From an optimization exercise on the open Yosys and OpenROAD flow, aimed at small area, a short achievable clock period and few clock cycles per item; shortcuts taken in it are not production practice. At most, simulation tests tie the RTL to the original design; equivalence was not proved. Power figures rest on the tool's default switching activity, not on a simulated workload.

==> flow/design.v (excerpt) <==
module mipsExecUnit (
    input  logic                                clk,
    input  logic                                rstN,
    input  logic                                inValid,
    output logic                                inReady,
    input  logic [mipsPkg::dataWidth-1:0]       instr,
    input  logic [mipsPkg::dataWidth-1:0]       rsValue,
    input  logic [mipsPkg::dataWidth-1:0]       rtValue,
    output logic                                outValid,
    input  logic                                outReady,
    output logic [mipsPkg::dataWidth-1:0]       outData,
    output logic [mipsPkg::regAddrWidth-1:0]    outDest,
    output logic                                outWriteEn,
    output logic                                outBranchTaken,
    output logic                                outIllegal
);
Size: ~1100 cells after synthesis, about 140 I/O pins, about 10000 um2 of cells after synthesis.
==> module aluExecute, before the edit <==
module aluExecute (
    input  logic [mipsPkg::aluOpWidth-1:0] aluOp,
    input  logic [31:0]                    propagate,
    input  logic [31:0]                    generate_,
    input  logic [4:0]                     shiftAmt,
    output logic [31:0]                    data
);
    logic        selSum, selSlt, selSltu, selAnd, selOr, selXor, selNor;
    logic        selSll, selSrl, selSra;
    logic        cin;
    logic [31:0] p;
    logic [31:0] g;
    logic [31:0] pp;
    logic [31:0] gg;
    logic [31:0] carry;
    logic [31:0] sum;
    logic        cout;
    logic        lessThan;
    logic [31:0] orv;
    logic [31:0] early;
    logic [31:0] shIn;
    logic [31:0] shOut;
    logic        fill;
    assign selSum  = (aluOp == mipsPkg::aluAdd) || (aluOp == mipsPkg::aluSub);
    assign selSlt  = (aluOp == mipsPkg::aluSlt);
    assign selSltu = (aluOp == mipsPkg::aluSltu);
    assign selAnd  = (aluOp == mipsPkg::aluAnd);
    assign selOr   = (aluOp == mipsPkg::aluOr);
    assign selXor  = (aluOp == mipsPkg::aluXor);
    assign selNor  = (aluOp == mipsPkg::aluNor);
    assign selSll  = (aluOp == mipsPkg::aluSll);
    assign selSrl  = (aluOp == mipsPkg::aluSrl);
    assign selSra  = (aluOp == mipsPkg::aluSra);
    assign cin     = (aluOp == mipsPkg::aluSub) || selSlt || selSltu;
    assign p = propagate;
    assign g = generate_;
    always_comb begin
        gg = g;
        pp = p;
        for (int l = 0; l < 5; l++) begin
            for (int j = 0; j < 32; j++) begin
                if (j[l]) begin
                    gg[j] = gg[j] | (pp[j] & gg[((j >> l) << l) - 1]);
                    pp[j] = pp[j] & pp[((j >> l) << l) - 1];
                end
            end
        end
    end
    assign carry = {gg[30:0] | (pp[30:0] & {31{cin}}), cin};
    assign sum   = p ^ carry;
    assign cout  = gg[31] | (pp[31] & cin);
    assign lessThan = selSltu ? !cout : (p[31] ? sum[31] : g[31]);
    assign shIn  = p;
    assign fill  = selSra & p[31];
    always_comb begin
        logic [31:0] x;
        x = shIn;
        for (int l = 0; l < 5; l++) begin
            for (int i = 0; i < 32; i++) begin
                if (shiftAmt[l]) begin
                    x[i] = (i + (1 << l) < 32) ? x[i + (1 << l)] : fill;
                end
            end
        end
        shOut = x;
    end
    assign orv = p | g;
    always_comb begin
        for (int i = 0; i < 32; i++) begin
            early[i] = (selSum & p[i])
                     | (selAnd & g[i])
                     | (selOr  & orv[i])
                     | (selXor & p[i])
                     | (selNor & !orv[i])
                     | ((selSrl | selSra) & shOut[i])
                     | (selSll & shOut[31-i]);
        end
        data    = early ^ (carry & {32{selSum}});
        data[0] = data[0] | ((selSlt | selSltu) & lessThan);
    end
endmodule
==> flow/config.mk <==
export PLATFORM = sky130hd
export DESIGN_NAME = mipsExecUnit
export DESIGN_NICKNAME = mipsExecUnit
export VERILOG_FILES = /design/flow/design.v
export SDC_FILE = /design/flow/constraint.sdc
export NUM_CORES = 4
export LEC_CHECK = 0
export CAP_MARGIN = 20
export CORE_MARGIN = 2
export CORE_UTILIZATION = 40
export CTS_BUF_LIST = sky130_fd_sc_hd__clkbuf_8
export CTS_CLUSTER_DIAMETER = 100
export CTS_CLUSTER_SIZE = 30
export GPL_TIMING_DRIVEN = 1
export SETUP_SLACK_MARGIN = 2.0
export SLEW_MARGIN = 20
==> flow/constraint.sdc <==
create_clock -name core_clock -period 5.0 [get_ports {clk}]
set_input_delay 1.0000 -clock core_clock [delete_from_list [all_inputs] [get_ports {clk}]]
set_output_delay 1.0000 -clock core_clock [all_outputs]
set_load 0.01 [all_outputs]
standard.sh (not shown) runs the stock make flow with config.mk's settings and CLKGATE_MAP_FILE= SYNTH_SCRIPT=/design/flow/synth_recipe.tcl, a recipe that flattens the netlist after the stock synthesis.
==> flow/flow/run.sh <==
#!/bin/bash
# Layout flow: the standard ORFS flow with two changes.
#  - Synthesis is the standard one except for the ABC script that maps the
#    combinational logic (flow/abc.script, delay-targeted &nf mapping).
#    Registers are mapped before ABC runs, so they are the standard ones.
#  - Port buffers are buf_2 cells instead of the delay cell buffer_ports picks.
set -euo pipefail
here=$(pwd)
flowdir=$(cd "$(dirname "${BASH_SOURCE[0]}")" && pwd)

# synth.tcl with the ABC script swapped
sed "s#  log_cmd abc {\*}\$abc_args#  set abc_args [lreplace \$abc_args 0 1 -script $flowdir/abc.script]\n  log_cmd abc {*}\$abc_args#" \
    "$FLOW_HOME/scripts/synth.tcl" > "$here/synth_custom_abc.tcl"
grep -q "abc.script" "$here/synth_custom_abc.tcl"
sed "s#source \$::env(SCRIPTS_DIR)/synth.tcl#source $here/synth_custom_abc.tcl#" \
    "$here/synth_recipe.tcl" > "$here/synth_recipe_custom.tcl"
grep -q "synth_custom_abc.tcl" "$here/synth_recipe_custom.tcl"
sed "s#SYNTH_SCRIPT=[^ ]*synth_recipe.tcl#SYNTH_SCRIPT=$here/synth_recipe_custom.tcl#" \
    "$here/standard.sh" > "$here/standard_custom.sh"
grep -q "synth_recipe_custom.tcl" "$here/standard_custom.sh"

bash "$here/standard_custom.sh" \
    BUFFER_PORTS_ARGS="-buffer_cell sky130_fd_sc_hd__buf_2" finish > "$here/flow_make.log" 2>&1
==> flow/flow/abc.script <==

&get -n
&st
&dch
&nf -D 2000
&put
topo
buffer -p
upsize -D 2000
dnsize -D 2000
Testbench counts at the start, summed over its fixed seeds: cycles 24,016, items 24,000.
Change:
--- a/flow/design.v
+++ b/flow/design.v
@@ -205,11 +205,10 @@
     logic [31:0] carry;
     logic [31:0] sum;
     logic        cout;
     logic        lessThan;
     logic [31:0] orv;
-    logic [31:0] early;
     logic [31:0] shIn;
     logic [31:0] shOut;
     logic        fill;
     assign selSum  = (aluOp == mipsPkg::aluAdd) || (aluOp == mipsPkg::aluSub);
     assign selSlt  = (aluOp == mipsPkg::aluSlt);
@@ -255,19 +254,18 @@
         shOut = x;
     end
     assign orv = p | g;
     always_comb begin
         for (int i = 0; i < 32; i++) begin
-            early[i] = (selSum & p[i])
-                     | (selAnd & g[i])
-                     | (selOr  & orv[i])
-                     | (selXor & p[i])
-                     | (selNor & !orv[i])
-                     | ((selSrl | selSra) & shOut[i])
-                     | (selSll & shOut[31-i]);
+            data[i] = (selSum & sum[i])
+                    | (selAnd & g[i])
+                    | (selOr  & orv[i])
+                    | (selXor & p[i])
+                    | (selNor & !orv[i])
+                    | ((selSrl | selSra) & shOut[i])
+                    | (selSll & shOut[31-i]);
         end
-        data    = early ^ (carry & {32{selSum}});
         data[0] = data[0] | ((selSlt | selSltu) & lessThan);
     end
 endmodule
 `timescale 1ns/1ps
 module resultStage (
After rerunning: Maximum frequency is lower by about 1.2%; clock skew is about the same; design area is higher by about 4%; sequential power barely changes; power is higher by about 0.6%; clock-buffer cell count is higher by 1; non-clock buffer count is higher by 9; synthesized cell count is higher by about 4.7%; wire length is higher by 7.2%; worst setup slack loses 35 ps; final cell count is higher by about 3%; via count is higher by about 7%.
The RTL of the second run of this note was laid out without a check of its function.

* * *

Another version of the RTL of mipsExecUnit (not shown whole).
Size: roughly 120 flip-flops, about 140 I/O pins, ~9900 sq um of cells after synthesis.
==> module instrDecode, before the edit <==
module instrDecode (
    input  logic                             clk,
    input  logic                             rstN,
    input  logic                             inValid,
    output logic                             inReady,
    input  logic [31:0]                      instr,
    input  logic [31:0]                      rsValue,
    input  logic [31:0]                      rtValue,
    output logic                             downValid,
    input  logic                             downReady,
    output logic [mipsPkg::aluOpWidth-1:0]   downAluOp,
    output logic [31:0]                      downPropagate,
    output logic [31:0]                      downGenerate,
    output logic [4:0]                       downShiftAmt,
    output logic [4:0]                       downDest,
    output logic                             downBranchTaken,
    output logic                             downIllegal
);
    logic [5:0]  op;
    logic [5:0]  fn;
    logic [4:0]  rtF;
    logic        isR;
    logic        isRegimm;
    logic [mipsPkg::aluOpWidth-1:0] aluOp;
    logic        branch;
    logic        illegal;
    logic        isLui;
    logic        useImm;
    logic        sub;
    logic [31:0] imm;
    logic [31:0] operandA;
    logic [31:0] operandB;
    logic        reverseB;
    logic [31:0] operandSel;
    logic [31:0] operandOrdered;
    logic        passB;
    logic [4:0]  shiftAmt;
    logic [4:0]  dest;
    logic        rsZero;
    logic        rsNeg;
    logic        eq;
    logic        taken;
    assign op  = instr[31:26];
    assign fn  = instr[5:0];
    assign rtF = instr[20:16];
    assign isR      = (op == mipsPkg::opRtype);
    assign isRegimm = (op == mipsPkg::opRegimm);
    always_comb begin
        aluOp   = mipsPkg::aluZero;
        branch  = 1'b0;
        illegal = 1'b0;
        if (isR) begin
            case (fn)
                mipsPkg::functAdd, mipsPkg::functAddu: aluOp = mipsPkg::aluAdd;
                mipsPkg::functSub, mipsPkg::functSubu: aluOp = mipsPkg::aluSub;
                mipsPkg::functAnd:  aluOp = mipsPkg::aluAnd;
                mipsPkg::functOr:   aluOp = mipsPkg::aluOr;
                mipsPkg::functXor:  aluOp = mipsPkg::aluXor;
                mipsPkg::functNor:  aluOp = mipsPkg::aluNor;
                mipsPkg::functSlt:  aluOp = mipsPkg::aluSlt;
                mipsPkg::functSltu: aluOp = mipsPkg::aluSltu;
                mipsPkg::functSll, mipsPkg::functSllv: aluOp = mipsPkg::aluSll;
                mipsPkg::functSrl, mipsPkg::functSrlv: aluOp = mipsPkg::aluSrl;
                mipsPkg::functSra, mipsPkg::functSrav: aluOp = mipsPkg::aluSra;
                default:            illegal = 1'b1;
            endcase
        end else begin
            case (op)
                mipsPkg::opAddi, mipsPkg::opAddiu: aluOp = mipsPkg::aluAdd;
                mipsPkg::opSlti:  aluOp = mipsPkg::aluSlt;
                mipsPkg::opSltiu: aluOp = mipsPkg::aluSltu;
                mipsPkg::opAndi:  aluOp = mipsPkg::aluAnd;
                mipsPkg::opOri:   aluOp = mipsPkg::aluOr;
                mipsPkg::opXori:  aluOp = mipsPkg::aluXor;
                mipsPkg::opLui:   aluOp = mipsPkg::aluSll;
                mipsPkg::opBeq, mipsPkg::opBne,
                mipsPkg::opBlez, mipsPkg::opBgtz: branch = 1'b1;
                mipsPkg::opRegimm: begin
                    if (rtF[4:1] == 4'd0) begin
                        branch = 1'b1;
                    end else begin
                        illegal = 1'b1;
                    end
                end
                default: illegal = 1'b1;
            endcase
        end
    end
    assign dest = isR ? instr[15:11] : rtF;
    assign isLui  = (op == mipsPkg::opLui);
    assign useImm = op[3];
    assign sub    = op[3] ? (op[1] && !op[2]) : (fn[5] && fn[1] && !fn[2]);
    assign imm    = {{16{instr[15] && !op[2]}}, instr[15:0]};
    assign reverseB = op[3] ? (op[2:0] == 3'b111) : (!fn[5] && !fn[1]);
    assign operandSel = useImm ? imm : rtValue;
    always_comb begin
        for (int i = 0; i < 32; i++) begin
            operandOrdered[i] = reverseB ? operandSel[31-i] : operandSel[i];
        end
    end
    assign operandB = operandOrdered ^ {32{sub}};
    assign passB    = op[3] ? (op[2:0] == 3'b111) : !fn[5];
    assign operandA = rsValue & {32{!passB}};
    assign shiftAmt = isLui ? 5'd16 : (fn[2] ? rsValue[4:0] : instr[10:6]);
    assign rsZero = (rsValue == 32'd0);
    assign rsNeg  = rsValue[31];
    assign eq     = (rsValue == rtValue);
    always_comb begin
        taken = 1'b0;
        if (isRegimm) begin
            taken = rtF[0] ? !rsNeg : rsNeg;
        end else begin
            case (op[1:0])
                2'b00: taken = eq;
                2'b01: taken = !eq;
                2'b10: taken = rsNeg || rsZero;
                2'b11: taken = !rsNeg && !rsZero;
            endcase
        end
        taken = taken && branch;
    end
    assign inReady = !downValid || downReady;
    always_ff @(posedge clk or negedge rstN) begin
        if (!rstN) begin
            downValid <= 1'b0;
        end else if (inReady) begin
            downValid <= inValid;
        end
    end
    always_ff @(posedge clk) begin
        if (inValid && inReady) begin
            downAluOp       <= aluOp;
            downPropagate   <= operandA ^ operandB;
            downGenerate    <= operandA & operandB;
            downShiftAmt    <= shiftAmt;
            downDest        <= dest;
            downBranchTaken <= taken;
            downIllegal     <= illegal;
        end
    end
endmodule
==> module mipsExecUnit, before the edit <==
module mipsExecUnit (
    input  logic                                clk,
    input  logic                                rstN,
    input  logic                                inValid,
    output logic                                inReady,
    input  logic [mipsPkg::dataWidth-1:0]       instr,
    input  logic [mipsPkg::dataWidth-1:0]       rsValue,
    input  logic [mipsPkg::dataWidth-1:0]       rtValue,
    output logic                                outValid,
    input  logic                                outReady,
    output logic [mipsPkg::dataWidth-1:0]       outData,
    output logic [mipsPkg::regAddrWidth-1:0]    outDest,
    output logic                                outWriteEn,
    output logic                                outBranchTaken,
    output logic                                outIllegal
);
    logic                               decValid;
    logic                               decReady;
    logic [mipsPkg::aluOpWidth-1:0]     decAluOp;
    logic [31:0]                        decPropagate;
    logic [31:0]                        decGenerate;
    logic [4:0]                         decShiftAmt;
    logic [4:0]                         decDest;
    logic                               decBranchTaken;
    logic                               decIllegal;
    logic [31:0]                        exeData;
    logic [4:0]                         exeDest;
    instrDecode uDecode (
        .clk             (clk),
        .rstN            (rstN),
        .inValid         (inValid),
        .inReady         (inReady),
        .instr           (instr),
        .rsValue         (rsValue),
        .rtValue         (rtValue),
        .downValid       (decValid),
        .downReady       (decReady),
        .downAluOp       (decAluOp),
        .downPropagate   (decPropagate),
        .downGenerate    (decGenerate),
        .downShiftAmt    (decShiftAmt),
        .downDest        (decDest),
        .downBranchTaken (decBranchTaken),
        .downIllegal     (decIllegal)
    );
    aluExecute uExecute (
        .aluOp    (decAluOp),
        .propagate(decPropagate),
        .generate_(decGenerate),
        .shiftAmt (decShiftAmt),
        .data     (exeData)
    );
    assign exeDest = (decAluOp == mipsPkg::aluZero) ? 5'd0 : decDest;
    resultStage uResult (
        .clk            (clk),
        .rstN           (rstN),
        .upValid        (decValid),
        .upReady        (decReady),
        .upData         (exeData),
        .upDest         (exeDest),
        .upBranchTaken  (decBranchTaken),
        .upIllegal      (decIllegal),
        .outValid       (outValid),
        .outReady       (outReady),
        .outData        (outData),
        .outDest        (outDest),
        .outWriteEn     (outWriteEn),
        .outBranchTaken (outBranchTaken),
        .outIllegal     (outIllegal)
    );
endmodule
Settings: LEC_CHECK=0, CAP_MARGIN=20, CORE_MARGIN=2, CORE_UTILIZATION=40, GPL_TIMING_DRIVEN=1, SETUP_SLACK_MARGIN=2.2, SLEW_MARGIN=20; clock period 5.0 ns.
==> flow/flow/run.sh <==
#!/bin/bash
# Layout flow: the standard ORFS flow with these changes.
#  - Synthesis is the standard one except for the ABC script that maps the
#    combinational logic (flow/abc.script, &nf mapping).
#    Registers are mapped before ABC runs, so they are the standard ones.
#  - Port buffers are buf_1 cells instead of the delay cell buffer_ports picks.
#  - Clock tree synthesis adds no dummy loads to the clock tree.
set -euo pipefail
here=$(pwd)
flowdir=$(cd "$(dirname "${BASH_SOURCE[0]}")" && pwd)

# synth.tcl with the ABC script swapped
sed "s#  log_cmd abc {\*}\$abc_args#  set abc_args [lreplace \$abc_args 0 1 -script $flowdir/abc.script]\n  log_cmd abc {*}\$abc_args#" \
    "$FLOW_HOME/scripts/synth.tcl" > "$here/synth_custom_abc.tcl"
grep -q "abc.script" "$here/synth_custom_abc.tcl"
sed "s#source \$::env(SCRIPTS_DIR)/synth.tcl#source $here/synth_custom_abc.tcl#" \
    "$here/synth_recipe.tcl" > "$here/synth_recipe_custom.tcl"
grep -q "synth_custom_abc.tcl" "$here/synth_recipe_custom.tcl"
sed "s#SYNTH_SCRIPT=[^ ]*synth_recipe.tcl#SYNTH_SCRIPT=$here/synth_recipe_custom.tcl#" \
    "$here/standard.sh" > "$here/standard_custom.sh"
grep -q "synth_recipe_custom.tcl" "$here/standard_custom.sh"

bash "$here/standard_custom.sh" \
    BUFFER_PORTS_ARGS="-buffer_cell sky130_fd_sc_hd__buf_1" \
    CTS_ARGS="-sink_clustering_enable -repair_clock_nets -buf_list sky130_fd_sc_hd__clkbuf_8 -dont_use_dummy_load" \
    finish > "$here/flow_make.log" 2>&1
==> flow/flow/abc.script <==

&get -n
&st
&dch
&nf -D 3000
&put
topo
buffer -p
upsize -D 3000
dnsize -D 3000
Change:
--- a/flow/design.v
+++ b/flow/design.v
@@ -81,9 +81,7 @@
     logic [31:0] imm;
     logic [31:0] operandA;
     logic [31:0] operandB;
-    logic        reverseB;
-    logic [31:0] operandSel;
-    logic [31:0] operandOrdered;
+    logic [31:0] rtOrdered;
     logic        passB;
     logic [4:0]  shiftAmt;
     logic [4:0]  dest;
@@ -123,7 +121,7 @@
                 mipsPkg::opAndi:  aluOp = mipsPkg::aluAnd;
                 mipsPkg::opOri:   aluOp = mipsPkg::aluOr;
                 mipsPkg::opXori:  aluOp = mipsPkg::aluXor;
-                mipsPkg::opLui:   aluOp = mipsPkg::aluSll;
+                mipsPkg::opLui:   aluOp = mipsPkg::aluSrl;
                 mipsPkg::opBeq, mipsPkg::opBne,
                 mipsPkg::opBlez, mipsPkg::opBgtz: branch = 1'b1;
                 mipsPkg::opRegimm: begin
@@ -137,22 +135,21 @@
             endcase
         end
     end
-    assign dest = isR ? instr[15:11] : rtF;
+    assign dest = (illegal || branch) ? 5'd0 : (isR ? instr[15:11] : rtF);
     assign isLui  = (op == mipsPkg::opLui);
     assign useImm = op[3];
     assign sub    = op[3] ? (op[1] && !op[2]) : (fn[5] && fn[1] && !fn[2]);
-    assign imm    = {{16{instr[15] && !op[2]}}, instr[15:0]};
-    assign reverseB = op[3] ? (op[2:0] == 3'b111) : (!fn[5] && !fn[1]);
-    assign operandSel = useImm ? imm : rtValue;
+    assign imm    = isLui ? {instr[15:0], 16'd0}
+                          : {{16{instr[15] && !op[2]}}, instr[15:0]};
     always_comb begin
         for (int i = 0; i < 32; i++) begin
-            operandOrdered[i] = reverseB ? operandSel[31-i] : operandSel[i];
+            rtOrdered[i] = (!fn[5] && !fn[1]) ? rtValue[31-i] : rtValue[i];
         end
     end
-    assign operandB = operandOrdered ^ {32{sub}};
+    assign operandB = (useImm ? imm : rtOrdered) ^ {32{sub}};
     assign passB    = op[3] ? (op[2:0] == 3'b111) : !fn[5];
     assign operandA = rsValue & {32{!passB}};
-    assign shiftAmt = isLui ? 5'd16 : (fn[2] ? rsValue[4:0] : instr[10:6]);
+    assign shiftAmt = isLui ? 5'd0 : (fn[2] ? rsValue[4:0] : instr[10:6]);
     assign rsZero = (rsValue == 32'd0);
     assign rsNeg  = rsValue[31];
     assign eq     = (rsValue == rtValue);
@@ -337,7 +334,6 @@
     logic                               decBranchTaken;
     logic                               decIllegal;
     logic [31:0]                        exeData;
-    logic [4:0]                         exeDest;
     instrDecode uDecode (
         .clk             (clk),
         .rstN            (rstN),
@@ -363,14 +359,13 @@
         .shiftAmt (decShiftAmt),
         .data     (exeData)
     );
-    assign exeDest = (decAluOp == mipsPkg::aluZero) ? 5'd0 : decDest;
     resultStage uResult (
         .clk            (clk),
         .rstN           (rstN),
         .upValid        (decValid),
         .upReady        (decReady),
         .upData         (exeData),
-        .upDest         (exeDest),
+        .upDest         (decDest),
         .upBranchTaken  (decBranchTaken),
         .upIllegal      (decIllegal),
         .outValid       (outValid),
Total power falls by 1.8%.
Non-clock buffer count rises by 2.
Area after synthesis rises by 0.86%.
Sequential power hardly moves.
Routed wire length rises by 4.4%.
Core utilization rises by 0.16 points.
Synthesized cell count rises by 5.6%.
Fmax rises by 4.2%.
Final cell count rises by 3.2%.
Die area rises by 0.84%.
Worst hold slack is about the same.
Sequential share of layout area falls by 0.20 points.
Global-route usage rises by 0.83 points.
Testbench counts after the change, summed over its fixed seeds: cycles 24,016, items 24,000.
For the first run of this note, only the layout was checked, not whether the RTL still works.

## static timing again, ports no longer ideal
The flow's constraints put no driver on any port. The routed layouts listed below were extracted and timed again, unchanged, in two steps.
Step 1: set_driving_cell puts a clkbuf_16 on clk and a buf_2 on each other input, an assumption about the parent block.
Step 2 also shifts input and output timing later by t, the mid clock arrival at the registers, as if the neighbouring blocks saw the same clock.
Three values: no drivers, after step 1, after step 2; two values: the first two.
| run | shift t [ns] | slack for setup (ns) | hold WS [ns] | pins driven straight from the clock port |
|---|---|---|---|---|
| the first run of note 1 | 0.493 | 2.084 / 2.084 / 1.678 | 0.299 / 0.284 / 0.427 | 1 |
| the second run of note 1 | 0.497 | 2.049 / 2.049 / 1.711 | 0.304 / 0.278 / 0.421 | 1 |
| the first run of note 2 | 0.472 | 2.141 / 2.141 / 1.819 | 0.321 / 0.304 / 0.434 | 1 |
| the second run of note 2 | 0.473 | 2.255 / 2.255 / 1.850 | 0.324 / 0.311 / 0.426 | 1 |
After both steps every run listed still meets setup and hold. The setup slack of the first run of note 1, which loses most, moves by 0.000 ns with the drivers and by -0.406 ns with both steps.
